Background: an optimization exercise with open tools, aiming at small area, a short achievable clock period and few clock cycles per item. Do not read the settings as production practice.
Only simulation tests tie the RTL to the original design; equivalence was not proved.
Power and IR drop assume default switching activity.

==> inputs of build 39 <==
==> flow/design.v <==
`default_nettype none
package nsab_pkg;
  localparam int unsigned ADDR_VAL_W      = 16;
  localparam int unsigned SYM_NUM_W       = 6;
  localparam int unsigned ENTRY_W         = ADDR_VAL_W + SYM_NUM_W;
  localparam int unsigned TABLE_DEPTH_DEF = 64;
  localparam int unsigned IN_DATA_W  = 32;
  localparam int unsigned IN_USER_W  = 2;
  localparam int unsigned OUT_DATA_W = 24;
  localparam logic [1:0] OP_INSERT = 2'd0;
  localparam logic [1:0] OP_LOOKUP = 2'd1;
  localparam logic [1:0] OP_CLEAR  = 2'd2;
  localparam logic [1:0] OP_NOP    = 2'd3;
  localparam int unsigned MAX_INFLIGHT = 4;
endpackage
`default_nettype wire
`default_nettype none
module nsab_ram #(
  parameter int unsigned DEPTH = 64
) (
  input  wire logic                              clk,
  input  wire logic                              rst,
  input  wire logic                              ins,       
  input  wire logic                              clr,       
  input  wire logic [nsab_pkg::ADDR_VAL_W-1:0]   x,         
  output logic                                   full,
  output logic [DEPTH-1:0]                       hit,
  output logic                                   found,
  input  wire logic [DEPTH-1:0]                  rd_sel,
  output logic [nsab_pkg::ENTRY_W-1:0]           rd_data
);
  localparam int unsigned VAL_W = nsab_pkg::ADDR_VAL_W;
  localparam int unsigned NUM_W = nsab_pkg::SYM_NUM_W;
  localparam int unsigned ENT_W = nsab_pkg::ENTRY_W;
  logic [VAL_W-1:0] val [DEPTH];
  logic [NUM_W-1:0] num [DEPTH];
  logic [DEPTH-1:0] valid;
  logic [NUM_W:0]   count;
  logic [DEPTH:0]   gt;
  assign full = count[NUM_W];
  function automatic logic gt16(input logic [VAL_W-1:0] a, input logic [VAL_W-1:0] b);
    logic [VAL_W-1:0] g, l;
    g = a & ~b;
    l = ~a & b;
    for (int w = 1; w < VAL_W; w = w * 2) begin
      for (int k = 0; k + w < VAL_W; k = k + 2 * w) begin
        g[k] = g[k+w] | (~l[k+w] & g[k]);
        l[k] = l[k+w] | (~g[k+w] & l[k]);
      end
    end
    gt16 = g[0];
  endfunction
  always_comb begin
    for (int i = 0; i < DEPTH; i++) begin
      gt[i] = ~valid[i] | gt16(val[i], x);
    end
    gt[DEPTH] = 1'b1;
    for (int i = 0; i < DEPTH; i++) begin
      hit[i] = ~gt[i] & gt[i+1];
    end
  end
  assign found = ~gt[0];
  always_ff @(posedge clk) begin
    for (int i = 0; i < DEPTH; i++) begin
      if (ins && gt[i]) begin
        if (i > 0 && gt[(i > 0) ? i-1 : 0]) begin
          val[i] <= val[(i > 0) ? i-1 : 0];
          num[i] <= num[(i > 0) ? i-1 : 0];
        end else begin
          val[i] <= x;
          num[i] <= count[NUM_W-1:0];
        end
      end
    end
  end
  always_ff @(posedge clk) begin
    if (rst || clr) begin
      count <= '0;
    end else if (ins) begin
      count <= count + (NUM_W+1)'(1);
    end
  end
  always_comb begin
    for (int i = 0; i < DEPTH; i++) begin
      valid[i] = (count > (NUM_W+1)'(i));
    end
  end
  always_comb begin
    rd_data = '0;
    for (int i = 0; i < DEPTH; i++) begin
      rd_data = rd_data | ({ENT_W{rd_sel[i]}} & {val[i], num[i]});
    end
  end
endmodule
`default_nettype wire
`default_nettype none
module nsab_ctrl (
  input  wire logic                              clk,
  input  wire logic                              rst,
  input  wire logic                              s_tvalid,
  output logic                                   s_tready,
  input  wire logic [nsab_pkg::IN_DATA_W-1:0]    s_tdata,
  input  wire logic [nsab_pkg::IN_USER_W-1:0]    s_tuser,
  input  wire logic                              out_fire,
  output logic                                   a_v,
  output logic                                   a_ins,
  output logic                                   a_lk,
  output logic                                   a_clr,
  output logic [nsab_pkg::ADDR_VAL_W-1:0]        a_x
);
  localparam int unsigned VAL_W = nsab_pkg::ADDR_VAL_W;
  logic [2:0] inflight;
  logic       in_fire;
  assign in_fire  = s_tvalid & s_tready;
  assign s_tready = ~inflight[2];
  always_ff @(posedge clk) begin
    if (rst) begin
      inflight <= '0;
    end else begin
      inflight <= inflight + 3'(in_fire) - 3'(out_fire);
    end
  end
  always_ff @(posedge clk) begin
    if (rst) begin
      a_v <= 1'b0;
    end else begin
      a_v <= in_fire;
    end
  end
  always_ff @(posedge clk) begin
    a_ins <= (s_tuser == nsab_pkg::OP_INSERT);
    a_lk  <= (s_tuser == nsab_pkg::OP_LOOKUP);
    a_clr <= (s_tuser == nsab_pkg::OP_CLEAR);
    a_x   <= (s_tuser == nsab_pkg::OP_INSERT) ? s_tdata[VAL_W-1:0] : s_tdata[2*VAL_W-1:VAL_W];
  end
endmodule
`default_nettype wire
`default_nettype none
module nsab_dp #(
  parameter int unsigned TABLE_DEPTH = nsab_pkg::TABLE_DEPTH_DEF
) (
  input  wire logic                              clk,
  input  wire logic                              rst,
  input  wire logic                              a_v,
  input  wire logic                              a_ins,
  input  wire logic                              a_lk,
  input  wire logic                              a_clr,
  input  wire logic [nsab_pkg::ADDR_VAL_W-1:0]   a_x,
  output logic                                   m_tvalid,
  input  wire logic                              m_tready,
  output logic      [nsab_pkg::OUT_DATA_W-1:0]   m_tdata,
  output logic                                   out_fire
);
  localparam int unsigned OUT_W = nsab_pkg::OUT_DATA_W;
  localparam int unsigned ENT_W = nsab_pkg::ENTRY_W;
  localparam int unsigned QD    = nsab_pkg::MAX_INFLIGHT - 1;
  logic                   full;
  logic [TABLE_DEPTH-1:0] hit;
  logic                   found;
  logic [ENT_W-1:0]       rd_data;
  logic                   b_v;
  logic                   b_lk;
  logic                   b_full;
  logic                   b_found;
  logic [TABLE_DEPTH-1:0] b_sel;
  nsab_ram #(
    .DEPTH (TABLE_DEPTH)
  ) u_table (
    .clk     (clk),
    .rst     (rst),
    .ins     (a_v & a_ins & ~full),
    .clr     (a_v & a_clr),
    .x       (a_x),
    .full    (full),
    .hit     (hit),
    .found   (found),
    .rd_sel  (b_sel),
    .rd_data (rd_data)
  );
  always_ff @(posedge clk) begin
    if (rst) begin
      b_v <= 1'b0;
    end else begin
      b_v <= a_v;
    end
  end
  always_ff @(posedge clk) begin
    b_lk    <= a_lk;
    b_full  <= a_ins & full;
    b_found <= found;
    b_sel   <= hit;
  end
  logic [OUT_W-1:0] res;
  assign res = {b_full, {ENT_W{b_lk}} & rd_data, b_lk & b_found};
  logic [OUT_W-1:0] q [QD];
  logic [1:0]       q_rd;
  logic [1:0]       q_wr;
  logic [1:0]       q_n;
  logic             head_free;
  logic             q_pop;
  logic             q_push;
  assign out_fire  = m_tvalid & m_tready;
  assign head_free = ~m_tvalid | m_tready;
  assign q_pop     = head_free & (q_n != '0);
  assign q_push    = b_v & ~(head_free & (q_n == '0));
  always_ff @(posedge clk) begin
    if (rst) begin
      m_tvalid <= 1'b0;
    end else if (head_free) begin
      m_tvalid <= (q_n != '0) | b_v;
    end
  end
  always_ff @(posedge clk) begin
    if (head_free) begin
      m_tdata <= (q_n != '0) ? q[q_rd] : res;
    end
  end
  always_ff @(posedge clk) begin
    if (rst) begin
      q_rd <= '0;
      q_wr <= '0;
      q_n  <= '0;
    end else begin
      if (q_pop) begin
        q_rd <= (q_rd == 2'(QD - 1)) ? '0 : q_rd + 2'd1;
      end
      if (q_push) begin
        q_wr <= (q_wr == 2'(QD - 1)) ? '0 : q_wr + 2'd1;
      end
      q_n <= q_n + 2'(q_push) - 2'(q_pop);
    end
  end
  always_ff @(posedge clk) begin
    if (q_push) begin
      q[q_wr] <= res;
    end
  end
endmodule
`default_nettype wire
`default_nettype none
module nearest_symbol_at_or_below #(
  parameter int unsigned TABLE_DEPTH = nsab_pkg::TABLE_DEPTH_DEF
) (
  input  wire logic                            clk,
  input  wire logic                            rst,
  input  wire logic                            s_tvalid,
  output logic                                 s_tready,
  input  wire logic [nsab_pkg::IN_DATA_W-1:0]  s_tdata,
  input  wire logic [nsab_pkg::IN_USER_W-1:0]  s_tuser,
  output logic                                 m_tvalid,
  input  wire logic                            m_tready,
  output logic      [nsab_pkg::OUT_DATA_W-1:0] m_tdata
);
  logic                               a_v;
  logic                               a_ins;
  logic                               a_lk;
  logic                               a_clr;
  logic [nsab_pkg::ADDR_VAL_W-1:0]    a_x;
  logic                               out_fire;
  nsab_ctrl u_ctrl (
    .clk      (clk),
    .rst      (rst),
    .s_tvalid (s_tvalid),
    .s_tready (s_tready),
    .s_tdata  (s_tdata),
    .s_tuser  (s_tuser),
    .out_fire (out_fire),
    .a_v      (a_v),
    .a_ins    (a_ins),
    .a_lk     (a_lk),
    .a_clr    (a_clr),
    .a_x      (a_x)
  );
  nsab_dp #(
    .TABLE_DEPTH (TABLE_DEPTH)
  ) u_dp (
    .clk      (clk),
    .rst      (rst),
    .a_v      (a_v),
    .a_ins    (a_ins),
    .a_lk     (a_lk),
    .a_clr    (a_clr),
    .a_x      (a_x),
    .m_tvalid (m_tvalid),
    .m_tready (m_tready),
    .m_tdata  (m_tdata),
    .out_fire (out_fire)
  );
endmodule
`default_nettype wire
==> flow/run.sh <==
#!/bin/bash
# synth_recipe.tcl (not shown) runs the flow's synth.tcl, then flattens the netlist and writes it again
# the make line also repeats each setting of config.mk as NAME=value (left out here)
make -C /OpenROAD-flow-scripts/flow DESIGN_CONFIG=/design/flow/config.mk WORK_HOME=/design/flow/orfs CLKGATE_MAP_FILE= SYNTH_SCRIPT=/design/flow/synth_recipe.tcl finish
==> flow/config.mk <==
export PLATFORM = sky130hd
export DESIGN_NAME = nearest_symbol_at_or_below
export DESIGN_NICKNAME = nearest_symbol_at_or_below
export VERILOG_FILES = /design/flow/design.v
export SDC_FILE = /design/flow/constraint.sdc
export NUM_CORES = 4
export LEC_CHECK = 0
export CAP_MARGIN = 20
export CORE_MARGIN = 2
export CORE_UTILIZATION = 45
export CTS_BUF_LIST = sky130_fd_sc_hd__clkbuf_4 sky130_fd_sc_hd__clkbuf_8
export SETUP_SLACK_MARGIN = 5
export SLEW_MARGIN = 20
==> flow/constraint.sdc <==
create_clock -name core_clock -period 10.0 [get_ports {clk}]
set_input_delay 2.0000 -clock core_clock [delete_from_list [all_inputs] [get_ports {clk}]]
set_output_delay 2.0000 -clock core_clock [all_outputs]
set_load 0.01 [all_outputs]
==> build 33: changes against build 39 <==
--- a/flow/design.v
+++ b/flow/design.v
@@ -53,5 +53,5 @@
   always_comb begin
     for (int i = 0; i < DEPTH; i++) begin
-      gt[i] = ~valid[i] | gt16(val[i], x);
+      gt[i] = ~valid[i] | (val[i] > x);
     end
     gt[DEPTH] = 1'b1;
@@ -77,11 +77,8 @@
     if (rst || clr) begin
       count <= '0;
+      valid <= '0;
     end else if (ins) begin
       count <= count + (NUM_W+1)'(1);
-    end
-  end
-  always_comb begin
-    for (int i = 0; i < DEPTH; i++) begin
-      valid[i] = (count > (NUM_W+1)'(i));
+      valid <= {valid[DEPTH-2:0], 1'b1};
     end
   end
@@ -160,5 +157,4 @@
   logic [ENT_W-1:0]       rd_data;
   logic                   b_v;
-  logic                   b_lk;
   logic                   b_full;
   logic                   b_found;
@@ -186,11 +182,10 @@
   end
   always_ff @(posedge clk) begin
-    b_lk    <= a_lk;
     b_full  <= a_ins & full;
-    b_found <= found;
-    b_sel   <= hit;
+    b_found <= a_lk & found;
+    b_sel   <= {TABLE_DEPTH{a_lk}} & hit;
   end
   logic [OUT_W-1:0] res;
-  assign res = {b_full, {ENT_W{b_lk}} & rd_data, b_lk & b_found};
+  assign res = {b_full, rd_data, b_found};
   logic [OUT_W-1:0] q [QD];
   logic [1:0]       q_rd;
==> flow/flow/run.sh (new file) <==
#!/bin/bash
set -euo pipefail
bash standard.sh \
  SETUP_SLACK_MARGIN=7.1 \
  REMOVE_ABC_BUFFERS=1 \
  "CTS_ARGS=-sink_clustering_enable -repair_clock_nets -dont_use_dummy_load" \
  finish > make_finish.log 2>&1
==> flow/standard.sh (new file) <==
#!/bin/bash
# synth_recipe.tcl (not shown) runs the flow's synth.tcl, then flattens the netlist and writes it again
# the make line also repeats each setting of config.mk as NAME=value (left out here)
make -C /OpenROAD-flow-scripts/flow DESIGN_CONFIG=/design/flow/config.mk WORK_HOME=/design/flow/orfs CLKGATE_MAP_FILE= SYNTH_SCRIPT=/design/flow/synth_recipe.tcl "${@:-finish}"
Settings changed: CORE_UTILIZATION 45 to 42, CTS_BUF_LIST sky130_fd_sc_hd__clkbuf_4 sky130_fd_sc_hd__clkbuf_8 to not set, SETUP_SLACK_MARGIN 5 to not set, TNS_END_PERCENT set to 10.
removed: flow/run.sh
==> trial 11: changes against build 39 <==
--- a/flow/design.v
+++ b/flow/design.v
@@ -61,15 +61,20 @@
   end
   assign found = ~gt[0];
-  always_ff @(posedge clk) begin
-    for (int i = 0; i < DEPTH; i++) begin
-      if (ins && gt[i]) begin
-        if (i > 0 && gt[(i > 0) ? i-1 : 0]) begin
-          val[i] <= val[(i > 0) ? i-1 : 0];
-          num[i] <= num[(i > 0) ? i-1 : 0];
-        end else begin
-          val[i] <= x;
-          num[i] <= count[NUM_W-1:0];
-        end
-      end
+  logic [DEPTH-1:0] keep, shift, put;
+  always_comb begin
+    for (int i = 0; i < DEPTH; i++) begin
+      keep[i]  = ~(ins & gt[i]);
+      shift[i] = ins & gt[i] & ((i > 0) ? gt[(i > 0) ? i-1 : 0] : 1'b0);
+      put[i]   = ins & gt[i] & ((i > 0) ? ~gt[(i > 0) ? i-1 : 0] : 1'b1);
+    end
+  end
+  always_ff @(posedge clk) begin
+    for (int i = 0; i < DEPTH; i++) begin
+      val[i] <= ({VAL_W{keep[i]}}  & val[i])
+              | ({VAL_W{shift[i]}} & val[(i > 0) ? i-1 : 0])
+              | ({VAL_W{put[i]}}   & x);
+      num[i] <= ({NUM_W{keep[i]}}  & num[i])
+              | ({NUM_W{shift[i]}} & num[(i > 0) ? i-1 : 0])
+              | ({NUM_W{put[i]}}   & count[NUM_W-1:0]);
     end
   end
Settings changed: CORE_UTILIZATION 45 to 55.
==> trial 80: changes against build 39 <==
--- a/flow/design.v
+++ b/flow/design.v
@@ -36,22 +36,10 @@
   logic [NUM_W-1:0] num [DEPTH];
   logic [DEPTH-1:0] valid;
-  logic [NUM_W:0]   count;
+  logic [NUM_W-1:0] count;
   logic [DEPTH:0]   gt;
-  assign full = count[NUM_W];
-  function automatic logic gt16(input logic [VAL_W-1:0] a, input logic [VAL_W-1:0] b);
-    logic [VAL_W-1:0] g, l;
-    g = a & ~b;
-    l = ~a & b;
-    for (int w = 1; w < VAL_W; w = w * 2) begin
-      for (int k = 0; k + w < VAL_W; k = k + 2 * w) begin
-        g[k] = g[k+w] | (~l[k+w] & g[k]);
-        l[k] = l[k+w] | (~g[k+w] & l[k]);
-      end
-    end
-    gt16 = g[0];
-  endfunction
+  assign full = valid[DEPTH-1];
   always_comb begin
     for (int i = 0; i < DEPTH; i++) begin
-      gt[i] = ~valid[i] | gt16(val[i], x);
+      gt[i] = ~valid[i] | (val[i] > x);
     end
     gt[DEPTH] = 1'b1;
@@ -69,5 +57,5 @@
         end else begin
           val[i] <= x;
-          num[i] <= count[NUM_W-1:0];
+          num[i] <= count;
         end
       end
@@ -76,12 +64,9 @@
   always_ff @(posedge clk) begin
     if (rst || clr) begin
+      valid <= '0;
       count <= '0;
     end else if (ins) begin
-      count <= count + (NUM_W+1)'(1);
-    end
-  end
-  always_comb begin
-    for (int i = 0; i < DEPTH; i++) begin
-      valid[i] = (count > (NUM_W+1)'(i));
+      valid <= {valid[DEPTH-2:0], 1'b1};
+      count <= count + NUM_W'(1);
     end
   end
Settings changed: CORE_UTILIZATION 45 to 25, CTS_BUF_LIST sky130_fd_sc_hd__clkbuf_4 sky130_fd_sc_hd__clkbuf_8 to not set, SETUP_SLACK_MARGIN 5 to not set.
==> qor summary <==
metric	trial 11	build 33	build 39	trial 80
Remaining routing DRC violations	-	0	0	0
Final-layout worst hold slack	-	499 ps	327 ps	330 ps
Critical path origin	-	u_dp.u_table.val[45][5]	u_ctrl.a_x[1]	u_ctrl.a_x[15]
Sum of routed wire length over all layers	-	705000 um	543000 um	670000 um
Synth Area in Compound Gates	22.9%	11.7%	14.5%	11.5%
End point of the critical path	-	u_dp.m_tdata[12]	u_dp.u_table.num[56][0]	u_dp.u_table.val[27][12]
R2R Path Start	-	u_dp.u_table.val[45][5]	u_ctrl.a_x[1]	u_ctrl.a_x[15]
Post-synthesis adder-cell area fraction	5.89%	13.0%	6.12%	12.9%
Antenna Nets Post-Route	-	0	0	0
Run status	aborted with a tool error	timing/DRC/antenna clean	timing/DRC/antenna clean	timing/DRC/antenna clean
Last stage reached	global routing	-	-	-
Cell area after technology mapping	92700 um2	99200 um2	91400 um2	99800 um2
Critical Path Max Stage Delay	-	860 ps	680 ps	900 ps
Non-clk invs	-	162	373	96
Most frequently used flop master after synthesis	dfxtp_1	edfxtp_1	edfxtp_1	edfxtp_1
Combined area of the multi-input logic cells	-	51000 um2	40900 um2	48400 um2
Power share of the sequential group	-	47.7%	47.3%	45.5%
Min cycle time layout	-	3580 ps	5220 ps	5630 ps
Largest area class, layout	-	multi-input combinational cells	flip-flops and latches	flip-flops and latches
Cell mode on critical path	-	-	maj3_1	buf_4
Highest Signal Layer	-	met5	met5	met5
Vias	-	92.1k	80.3k	86.1k
Testbench counts of build 39, summed over its fixed seeds: cycles 7,224, items 7,200.
Testbench counts of build 33, summed over its fixed seeds: cycles 7,224, items 7,200.
Testbench counts of trial 11, summed over its fixed seeds: cycles 7,224, items 7,200.
Testbench counts of trial 80, summed over its fixed seeds: cycles 7,224, items 7,200.

## what the ideal ports hide
No port has a modelled driver above. Below, the same layouts with a new extraction and two added sets of constraints.
Step 1 sets driving cells, clkbuf_16 on the clock port and buf_2 on the other inputs (assumed; they add their load-dependent delay and slew).
Step 2 adds t to the input delays and takes it off the output delays; t is the mean of the earliest and latest rising clock arrival at the registers after step 1. Input paths then give back, and output paths get back, about the clock's delay inside the block.
a / b / c = ideal ports / drivers / drivers and shift; a / b = the first two.
| run | t (ns) | setup slack, ns | clock arrival spread, ns | slew at the worst register clock pin (ns) | worst data-port slew with drivers (ns) |
|---|---|---|---|---|---|
| build 39 | 1.176 | 4.776 / 4.776 / 4.776 | 0.052 / 0.052 | 0.07 / 0.07 | 0.04 |
| build 33 | 0.987 | 6.419 / 6.419 / 5.596 | 0.104 / 0.104 | 0.07 / 0.07 | 0.11 |
| trial 80 | 1.052 | 4.370 / 4.370 / 4.370 | 0.105 / 0.105 | 0.07 / 0.07 | 0.04 |
After both steps setup and hold are still met in every run listed. The setup slack of build 33, which loses most, moves by 0.000 ns with the drivers and by -0.823 ns with both steps.
